This is an optimization exercise on Yosys and OpenROAD, whose aim is small area, a short achievable clock period and few clock cycles per item, not a production implementation. Only simulation tests tie the RTL to the original design; equivalence was not proved. No activity file was given, so power comes from the tool's default toggle rates.

File: flow/config.mk
export PLATFORM = sky130hd
export DESIGN_NAME = acc_top
export DESIGN_NICKNAME = acc_top
export VERILOG_FILES = /design/flow/design.v
export SDC_FILE = /design/flow/constraint.sdc
export NUM_CORES = 4
export LEC_CHECK = 0
export CAP_MARGIN = 20
export CORE_MARGIN = 2
export CORE_UTILIZATION = 40
export SLEW_MARGIN = 20
File: flow/constraint.sdc
create_clock -name core_clock -period 12.5 [get_ports {clk}]
set_input_delay 2.5000 -clock core_clock [delete_from_list [all_inputs] [get_ports {clk}]]
set_output_delay 2.5000 -clock core_clock [all_outputs]
set_load 0.01 [all_outputs]
File: flow/design.v
package acc_pkg;
  typedef union packed {
    logic [4*8-1:0]    word;
    logic [3:0][8-1:0] pix;   
  } pixel_word_t;
  typedef logic [1:0] slot_t;
  typedef logic [$clog2((16 / 4))-1:0] word_idx_t;
  typedef logic [2:0][5:0][8-1:0] window_t;
endpackage
`timescale 1ns/1ps
module acc_control (
  input  logic               clk,
  input  logic               reset,
  input  logic               start,
  output logic [15:0]        addr,
  output logic               en,
  output logic               we,
  output logic               finish,
  output logic               buf_wr_en,
  output acc_pkg::slot_t     buf_wr_slot,
  output acc_pkg::word_idx_t buf_word_idx,
  output logic               first_line,
  output logic               last_line,
  output acc_pkg::slot_t     top_slot
);
  localparam logic [2:0] S_IDLE = 3'd0;
  localparam logic [2:0] S_LOAD = 3'd1;   
  localparam logic [2:0] S_PROC = 3'd2;   
  localparam logic [2:0] S_GAP  = 3'd3;   
  localparam logic [2:0] S_READ = 3'd4;   
  localparam logic [2:0] S_DONE = 3'd5;
  localparam int LINE_BITS = $clog2(8);
  localparam logic [LINE_BITS-1:0] PRE_LAST = LINE_BITS'(8 - 2);
  localparam acc_pkg::word_idx_t LAST_WORD =
    acc_pkg::word_idx_t'((16 / 4) - 1);
  localparam logic [15:0] WB_ADDR = 16'(((16 / 4) * 8));
  logic [2:0]           state, state_nx;
  logic [15:0]          rd_addr, rd_addr_nx;      
  logic [15:0]          wr_addr, wr_addr_nx;      
  acc_pkg::word_idx_t   word_cnt, word_cnt_nx;    
  logic [LINE_BITS-1:0] line_cnt, line_cnt_nx;    
  acc_pkg::slot_t       top_nx;
  logic                 last_nx;
  acc_pkg::slot_t       ld_slot, ld_slot_nx;      
  logic                 ld_first, ld_first_nx;    
  acc_pkg::word_idx_t   st_word;                  
  logic                 rd_issue;
  logic                 load_done;
  function automatic acc_pkg::slot_t rotate(input acc_pkg::slot_t s);
    rotate = (s == 2'd2) ? 2'd0 : s + 2'd1;
  endfunction
  assign addr      = we ? wr_addr : rd_addr;
  assign rd_issue  = en && !we;
  assign load_done = buf_wr_en && (st_word == LAST_WORD) && !first_line;
  assign buf_word_idx = buf_wr_en ? st_word : word_cnt;
  always_comb begin
    state_nx    = state;
    rd_addr_nx  = rd_addr;
    wr_addr_nx  = wr_addr;
    word_cnt_nx = word_cnt;
    line_cnt_nx = line_cnt;
    top_nx      = top_slot;
    last_nx     = last_line;
    ld_slot_nx  = ld_slot;
    ld_first_nx = ld_first;
    en          = 1'b0;
    we          = 1'b0;
    finish      = 1'b0;
    case (state)
      S_IDLE: begin
        if (start) begin
          en       = 1'b1;   
          state_nx = S_LOAD;
        end
      end
      S_LOAD: begin
        if (load_done) state_nx = S_PROC;
        else en = 1'b1;
      end
      S_PROC: begin
        en         = 1'b1;
        we         = 1'b1;
        wr_addr_nx = wr_addr + 16'd1;
        if (word_cnt == LAST_WORD) begin
          word_cnt_nx = '0;
          if (last_line) begin
            state_nx = S_DONE;
          end else begin
            line_cnt_nx = line_cnt + 1'b1;
            if (line_cnt == PRE_LAST) begin
              last_nx = 1'b1;
              top_nx  = rotate(top_slot);
            end else begin
              state_nx   = S_GAP;
              ld_slot_nx = top_slot;   
            end
          end
        end else begin
          word_cnt_nx = word_cnt + 1'b1;
        end
      end
      S_GAP: state_nx = S_READ;
      S_READ: begin
        if (load_done) begin
          state_nx = S_PROC;
          top_nx   = rotate(top_slot);   
        end else begin
          en = 1'b1;
        end
      end
      S_DONE: begin
        finish = 1'b1;
        if (!start) begin
          state_nx    = S_IDLE;
          rd_addr_nx  = '0;
          wr_addr_nx  = WB_ADDR;
          word_cnt_nx = '0;
          line_cnt_nx = '0;
          top_nx      = 2'd0;
          last_nx     = 1'b0;
          ld_slot_nx  = 2'd1;   
          ld_first_nx = 1'b1;
        end
      end
      default: state_nx = S_IDLE;
    endcase
    if (en && !we) begin
      rd_addr_nx = rd_addr + 16'd1;
      if (word_cnt == LAST_WORD) begin
        word_cnt_nx = '0;
        if (state == S_LOAD) begin
          ld_slot_nx  = ld_slot + 2'd1;
          ld_first_nx = 1'b0;
        end
      end else begin
        word_cnt_nx = word_cnt + 1'b1;
      end
    end
  end
  always_ff @(posedge clk or posedge reset) begin
    if (reset) begin
      state       <= S_IDLE;
      rd_addr     <= '0;
      wr_addr     <= WB_ADDR;
      word_cnt    <= '0;
      line_cnt    <= '0;
      top_slot    <= 2'd0;
      last_line   <= 1'b0;
      ld_slot     <= 2'd1;
      ld_first    <= 1'b1;
      buf_wr_en   <= 1'b0;
      buf_wr_slot <= 2'd0;
      st_word     <= '0;
      first_line  <= 1'b0;
    end else begin
      state       <= state_nx;
      rd_addr     <= rd_addr_nx;
      wr_addr     <= wr_addr_nx;
      word_cnt    <= word_cnt_nx;
      line_cnt    <= line_cnt_nx;
      top_slot    <= top_nx;
      last_line   <= last_nx;
      ld_slot     <= ld_slot_nx;
      ld_first    <= ld_first_nx;
      buf_wr_en   <= rd_issue;               
      buf_wr_slot <= ld_slot;
      st_word     <= word_cnt;
      first_line  <= rd_issue && ld_first;
    end
  end
endmodule
`timescale 1ns/1ps
module line_buffer (
  input  logic                 clk,
  input  logic                 reset,
  input  logic                 buf_wr_en,
  input  acc_pkg::slot_t       buf_wr_slot,
  input  acc_pkg::word_idx_t   buf_word_idx,
  input  logic                 first_line,
  input  logic                 last_line,
  input  acc_pkg::slot_t       top_slot,
  input  acc_pkg::pixel_word_t dataR,
  output acc_pkg::window_t     window
);
  localparam int CELLS     = 16 + 2;   
  localparam int CELL_BITS = $clog2(CELLS);
  localparam acc_pkg::word_idx_t LAST_WORD =
    acc_pkg::word_idx_t'((16 / 4) - 1);
  logic [3*CELLS*8-1:0] line_mem;
  logic [CELL_BITS-1:0] base;         
  acc_pkg::slot_t       above_slot;   
  acc_pkg::slot_t       mid_slot;
  acc_pkg::slot_t       bot_slot;
  acc_pkg::slot_t       low_slot;     
  assign base = CELL_BITS'({buf_word_idx, 2'b00});
  assign above_slot = (buf_wr_slot == 2'd0) ? 2'd2 : buf_wr_slot - 2'd1;
  assign mid_slot   = (top_slot == 2'd2) ? 2'd0 : top_slot + 2'd1;
  assign bot_slot   = (top_slot == 2'd0) ? 2'd2 : top_slot - 2'd1;
  assign low_slot   = last_line ? mid_slot : bot_slot;   
  for (genvar r = 0; r < 3; r++) begin : g_slot
    logic slot_wr;
    assign slot_wr = buf_wr_en &&
                     ((buf_wr_slot == 2'(r)) || (first_line && (above_slot == 2'(r))));
    for (genvar c = 0; c < CELLS; c++) begin : g_cell
      logic                       cell_wr;
      logic [8-1:0] cell_d;
      logic [8-1:0] cell_q;
      if (c == 0) begin : g_left            
        assign cell_wr = slot_wr && (buf_word_idx == '0);
        assign cell_d  = dataR.word[7:0];
      end else if (c == CELLS-1) begin : g_right   
        assign cell_wr = slot_wr && (buf_word_idx == LAST_WORD);
        assign cell_d  = dataR.word[31:24];
      end else begin : g_pix
        assign cell_wr = slot_wr && (buf_word_idx == acc_pkg::word_idx_t'((c - 1) / 4));
        assign cell_d  = dataR.word[8*((c - 1) % 4) +: 8];
      end
      always_ff @(posedge clk) begin
        if (cell_wr) cell_q <= cell_d;
      end
      assign line_mem[CELLS*8*r + 8*c +: 8] = cell_q;
    end
  end
  logic [CELLS*8-1:0] top_row, mid_row, low_row;
  assign top_row = line_mem[CELLS*8*32'(top_slot) +: CELLS*8];
  assign mid_row = line_mem[CELLS*8*32'(mid_slot) +: CELLS*8];
  assign low_row = line_mem[CELLS*8*32'(low_slot) +: CELLS*8];
  logic [3*6*8-1:0] window_flat;
  for (genvar j = 0; j < 6; j++) begin : g_col
    assign window_flat[0*48 + 8*j +: 8] = top_row[8*(32'(base) + j) +: 8];
    assign window_flat[1*48 + 8*j +: 8] = mid_row[8*(32'(base) + j) +: 8];
    assign window_flat[2*48 + 8*j +: 8] = low_row[8*(32'(base) + j) +: 8];
  end
  assign window = window_flat;
endmodule
`timescale 1ns/1ps
module sobel_unit (
  input  acc_pkg::window_t     window,
  output acc_pkg::pixel_word_t result_word
);
  logic [3*6*8-1:0] wf;
  logic [31:0]      res;
  assign wf               = window;
  assign result_word.word = res;
  always_comb begin
    logic signed [10:0] gx;     
    logic signed [10:0] gy;     
    logic signed [10:0] dx_mid;
    logic signed [10:0] dy_mid;
    logic [10:0]        abs_x;
    logic [10:0]        abs_y;
    logic [11:0]        mag;
    for (int c = 0; c < 4; c++) begin
      dx_mid = $signed({3'b000, wf[48 + 8*(c + 2) +: 8]}) - $signed({3'b000, wf[48 + 8*(c) +: 8]});
      dy_mid = $signed({3'b000, wf[0 + 8*(c + 1) +: 8]}) - $signed({3'b000, wf[96 + 8*(c + 1) +: 8]});
      gx = $signed({3'b000, wf[0 + 8*(c + 2) +: 8]}) - $signed({3'b000, wf[0 + 8*(c) +: 8]})
         + (dx_mid <<< 1)
         + $signed({3'b000, wf[96 + 8*(c + 2) +: 8]}) - $signed({3'b000, wf[96 + 8*(c) +: 8]});
      gy = $signed({3'b000, wf[0 + 8*(c) +: 8]}) - $signed({3'b000, wf[96 + 8*(c) +: 8]})
         + (dy_mid <<< 1)
         + $signed({3'b000, wf[0 + 8*(c + 2) +: 8]}) - $signed({3'b000, wf[96 + 8*(c + 2) +: 8]});
      abs_x = gx[10] ? -gx : gx;
      abs_y = gy[10] ? -gy : gy;
      mag   = {1'b0, abs_x} + {1'b0, abs_y};   
      res[8*c +: 8] = (mag > 12'd255) ? 8'hFF : mag[7:0];   
    end
  end
endmodule
`timescale 1ns/1ps
module acc_top (
  input  logic        clk,
  input  logic        reset,
  input  logic        start,
  output logic [15:0] addr,
  output logic        en,
  output logic        we,
  input  logic [31:0] dataR,
  output logic [31:0] dataW,
  output logic        finish
);
  acc_pkg::pixel_word_t rd_word;       
  acc_pkg::pixel_word_t result_word;
  acc_pkg::window_t     window;
  acc_pkg::slot_t       buf_wr_slot;
  acc_pkg::slot_t       top_slot;
  acc_pkg::word_idx_t   buf_word_idx;
  logic                 buf_wr_en;
  logic                 first_line;
  logic                 last_line;
  assign rd_word.word = dataR;
  assign dataW        = result_word.word;   
  acc_control u_control (
    .clk          (clk),
    .reset        (reset),
    .start        (start),
    .addr         (addr),
    .en           (en),
    .we           (we),
    .finish       (finish),
    .buf_wr_en    (buf_wr_en),
    .buf_wr_slot  (buf_wr_slot),
    .buf_word_idx (buf_word_idx),
    .first_line   (first_line),
    .last_line    (last_line),
    .top_slot     (top_slot)
  );
  line_buffer u_line_buffer (
    .clk          (clk),
    .reset        (reset),
    .buf_wr_en    (buf_wr_en),
    .buf_wr_slot  (buf_wr_slot),
    .buf_word_idx (buf_word_idx),
    .first_line   (first_line),
    .last_line    (last_line),
    .top_slot     (top_slot),
    .dataR        (rd_word),
    .window       (window)
  );
  sobel_unit u_sobel (
    .window      (window),
    .result_word (result_word)
  );
endmodule
File: flow/run.sh
#!/bin/bash
# synth_recipe.tcl (not shown) runs the flow's synth.tcl, then flattens the netlist and writes it again
# the make line also repeats each setting of config.mk as NAME=value (left out here)
make -C /OpenROAD-flow-scripts/flow DESIGN_CONFIG=/design/flow/config.mk WORK_HOME=/design/flow/orfs CLKGATE_MAP_FILE= SYNTH_SCRIPT=/design/flow/synth_recipe.tcl finish
==> flow_summary.ini <==
[status]
status = timing/DRC/antenna clean

[die]
die_area_um2 = 99400
rows = 114
fp.dieH_um = 315
core_area_um2 = 96300
die_w_um = 315
start_util_pct = 40.2
ios = 86

[routing]
dr_wl_met3_um = 12900
drt-wirelength-per-cell_um = 24.1
vias = 33500
dr.pass1.iters = 7
wl_um = 137000
viasPerCell = 5.90
met2_length_um = 60900
wirelength_met1_um = 55800
top_layer = met5
drt_iter0_drc = 4180
antenna_left = 0
drc = 0

[global_routing]
grt_pass1_wl_um = 200000
grt_pass1_vias = 31600
grt_overflow_total = 0
grt_antenna_before_repair = 4
grt_usage_pct = 26.8
grt_max_degree = 95

[critical_path]
cpMostUsedCell = fa_1
path_max_fanout = 10
r2r_setup_slack_ns = 9.24
r2r-end = u_control.ld_slot[0]
required_ns = 10.00
cp_slowest_stage_delay_ns = 0.74
crit_arrival_ns = 9.66
critPathSlowestCell = o21ai_2
critPathKind = reg2out
ff2ff_path_depth = 8
r2r-start = u_control.state[0]
path_delay_family = compound AO/OA/AOI/OAI gates
crit_cells = 28
cp-startpoint = u_control.word_cnt[1]
endpoint = dataW[30]
path_buf_inv = 2
cp-end-kind = primary output
cp-start-kind = flip-flop

[sta]
slew_violations = 0
timing.final.crit_share_pct = 97.3
period_needed_ns = 12.16
setup_viol = 0
max_freq_mhz = 82.2
final_hold_viol_count = 0
slew_headroom_pct = 16.1
worst_slew_pin_slew_ns = 1.26
fin_skew_ns = 0.0269

[cells_and_area]
design_area_um2 = 44100
areaGrowthSynthToFinish_pct = 13.8
drive_gt1_share_pct = 9.93
nets = 4829
fin_cells = 5676
diodes = 0

[placed_design]
dp_hpwl_um = 98900
port_buffers = 85
dpl-instance-area_um2 = 41800
dp.cells = 5549
place_congestion = 1.01

[clock_network]
clockBufferDepth = 3
clk_pin_slew_ns = 0.07
insertion_delay_ns = 0.59
cts_tree = yes
cts_num_sinks = 436
cts_made_buffers = 43
cts-root-buf = clkbuf_16
htreeDepth = 2

[pwr]
peakVddDrop_mv = 0.0852
static-leakage-power_uw = 0.0183
cellPowerDensity_nw_per_um2 = 78.4

[synthesis]
yosys.area_share.adder_pct = 16.2
synthSimpleGateAreaFrac_pct = 12.8
ys_seq_area_share_pct = 33.1
synthArstFlopShare_pct = 11.9
muxShareOfSynthArea_pct = 9.07
synth_common_cells = 464 x nand2_1, 406 x o21ai_0, 384 x edfxtp_1, 374 x inv_1, 343 x a21oi_1
synth_top_flop_cell = edfxtp_1
synth_top_area_share_pct = 29.8
syn_nets = 4710
synth_most_common_cell = nand2_1
synth.area.top_cells = edfxtp_1 30%, ha_1 9.6%, mux2i_1 6.8%
synth-seq-cells = 436
synth_top_family_by_area = compound AO/OA/AOI/OAI gates
synth_edf_count = 384
synthDistinctLibCells = 82
avgSynthCellArea_um2 = 9.12
synth_compound_area_share_pct = 17.9
syn_inst = 4250
yosysTopAreaCell = edfxtp_1
yosys_warnings = 3
synthesis.area_um2 = 38700
synth_xor_xnor_area_share_pct = 5.06

[min_path]
min_path_cells = 0
hold_path.class = reg2reg

[flow_run]
maxCapViolCount = 0
==> sequential cells by signal, indices dropped and copies added (netlist names) <==
name	flops
u_control.state	3
u_control.wr_addr	16
u_control.ld_first	1
u_control.top_slot	2
u_control.line_cnt	3
u_control.last_line	1
u_control.buf_wr_en	1
u_control.buf_wr_slot	2
u_control.first_line	1
u_control.st_word	2
u_control.ld_slot	2
u_line_buffer.g_slot.g_cell.cell_q	384
u_control.rd_addr	16
u_control.word_cnt	2
==> metal layers <==
layer / global-route usage [%] / up-vias
met5: 1.06 / -
met4: 12.2 / 6
met3: 5.66 / 344
met2: 42.5 / 1646
met1: 34.9 / 16100
li1: - / 15400
==> through the flow <==
step	utilization (%)	hold WS (ns)	total power (µW)	setup slack, ns	setup TNS (ns)
detailed placement	43.5	0.395	2210	0.181	0
floorplan	-	0.374	2010	0.554	0
finish	45.8	0.392	3460	0.336	0
global route	45.8	0.419	3590	-0.144	-0.745
global placement	43.5	0.387	2210	0.242	0
CTS	45.1	0.401	3480	0.0106	0
==> area by class of cell <==
type,count,area [µm²]
Inverter,377,1420
Clock inverter,28,245
Sequential cell,436,12800
Tap cell,1276,1600
Timing Repair Buffer,281,2680
Multi-Input combinational cell,3230,24200
Clock buffer,48,1090
Fill cell,9148,52200
==> layout by cell type, fill, tap and decap left out, drive strengths merged, types with 59 or more instances in the layout <==
cell / n
nand2: 464
inv: 376
buf: 194
xor2: 90
nor2: 254
clkdlybuf4s50: 84
mux2i: 266
a21o: 59
edfxtp: 384
fa: 128
a21oi: 344
xnor2: 134
o21ai: 407
nand3: 89
ha: 297
==> worst min path at each step <==
| stage | startpoint | to | slack [ns] |
|---|---|---|---|
| CTS | u_control.ld_slot[1] | u_control.buf_wr_slot[1] | 0.40 |
| floorplan | u_control.ld_slot[1] | u_control.buf_wr_slot[1] | 0.37 |
| finish | u_control.ld_slot[1] | u_control.buf_wr_slot[1] | 0.39 |
| detailed placement | u_control.ld_slot[1] | u_control.buf_wr_slot[1] | 0.39 |
| global placement | u_control.ld_slot[1] | u_control.buf_wr_slot[1] | 0.39 |
| global route | u_control.ld_slot[1] | u_control.buf_wr_slot[1] | 0.42 |
==> logic make-up (layout without fill, tap and decap cells) <==
| group | Yosys count | count (layout) |
|---|---|---|
| AOI/OAI and AO/OA | 1159 | 1161 |
| xor gates and xnor gates | 224 | 224 |
| adders and majority gates | 425 | 425 |
| buffers and inverters | 588 | 734 |
| DFF | 436 | 436 |
| muxes | 324 | 326 |
| and+or+nand+nor | 1094 | 1094 |
==> timing repair <==
| item | 4_1_cts | 5_1_grt |
|---|---|---|
| gates cloned | 4 | 2 |
| hold endpoints to repair | 0 | 0 |
| pin swaps | 3 | 11 |
| resized for setup | 24 | 69 |
| hold buffers | 0 | 0 |
| setup endpoints to repair | 32 | 32 |
| buffers inserted | 9 | 37 |
==> power by group <==
group	switching [µW]	total, µW	internal [µW]
Clock	576	1270	696
Sequential	12.7	1610	1600
Combinational	329	574	245
Total	917	3460	2540
Testbench counts, summed over its fixed seeds: cycles 10,224, images 128.

## afterwards: timing with drivers on the ports
The flow's constraints put no driver on any port. The routed layout listed below was extracted and timed again, unchanged, in two steps. Step 1 assumes that a clkbuf_16 drives the clock port and a buf_2 every other input. Step 2 times the ports against the registers' clock, not the clock port: input delays grow and output delays shrink by t, the midpoint of the rising clock arrivals with the driver on. Slacks: no drivers / after step 1 / after step 2; pairs: no drivers / after step 1.
t (ns): 0.641
setup slack, ns: 0.336 / 0.272 / 0.913
worst setup path at the end: register to output
latest minus earliest clock arrival (ns): 0.027 / 0.027
After both steps setup and hold are still met in this run. For this run, drivers alone change the setup slack by -0.064 ns; drivers and shift together by +0.577 ns.
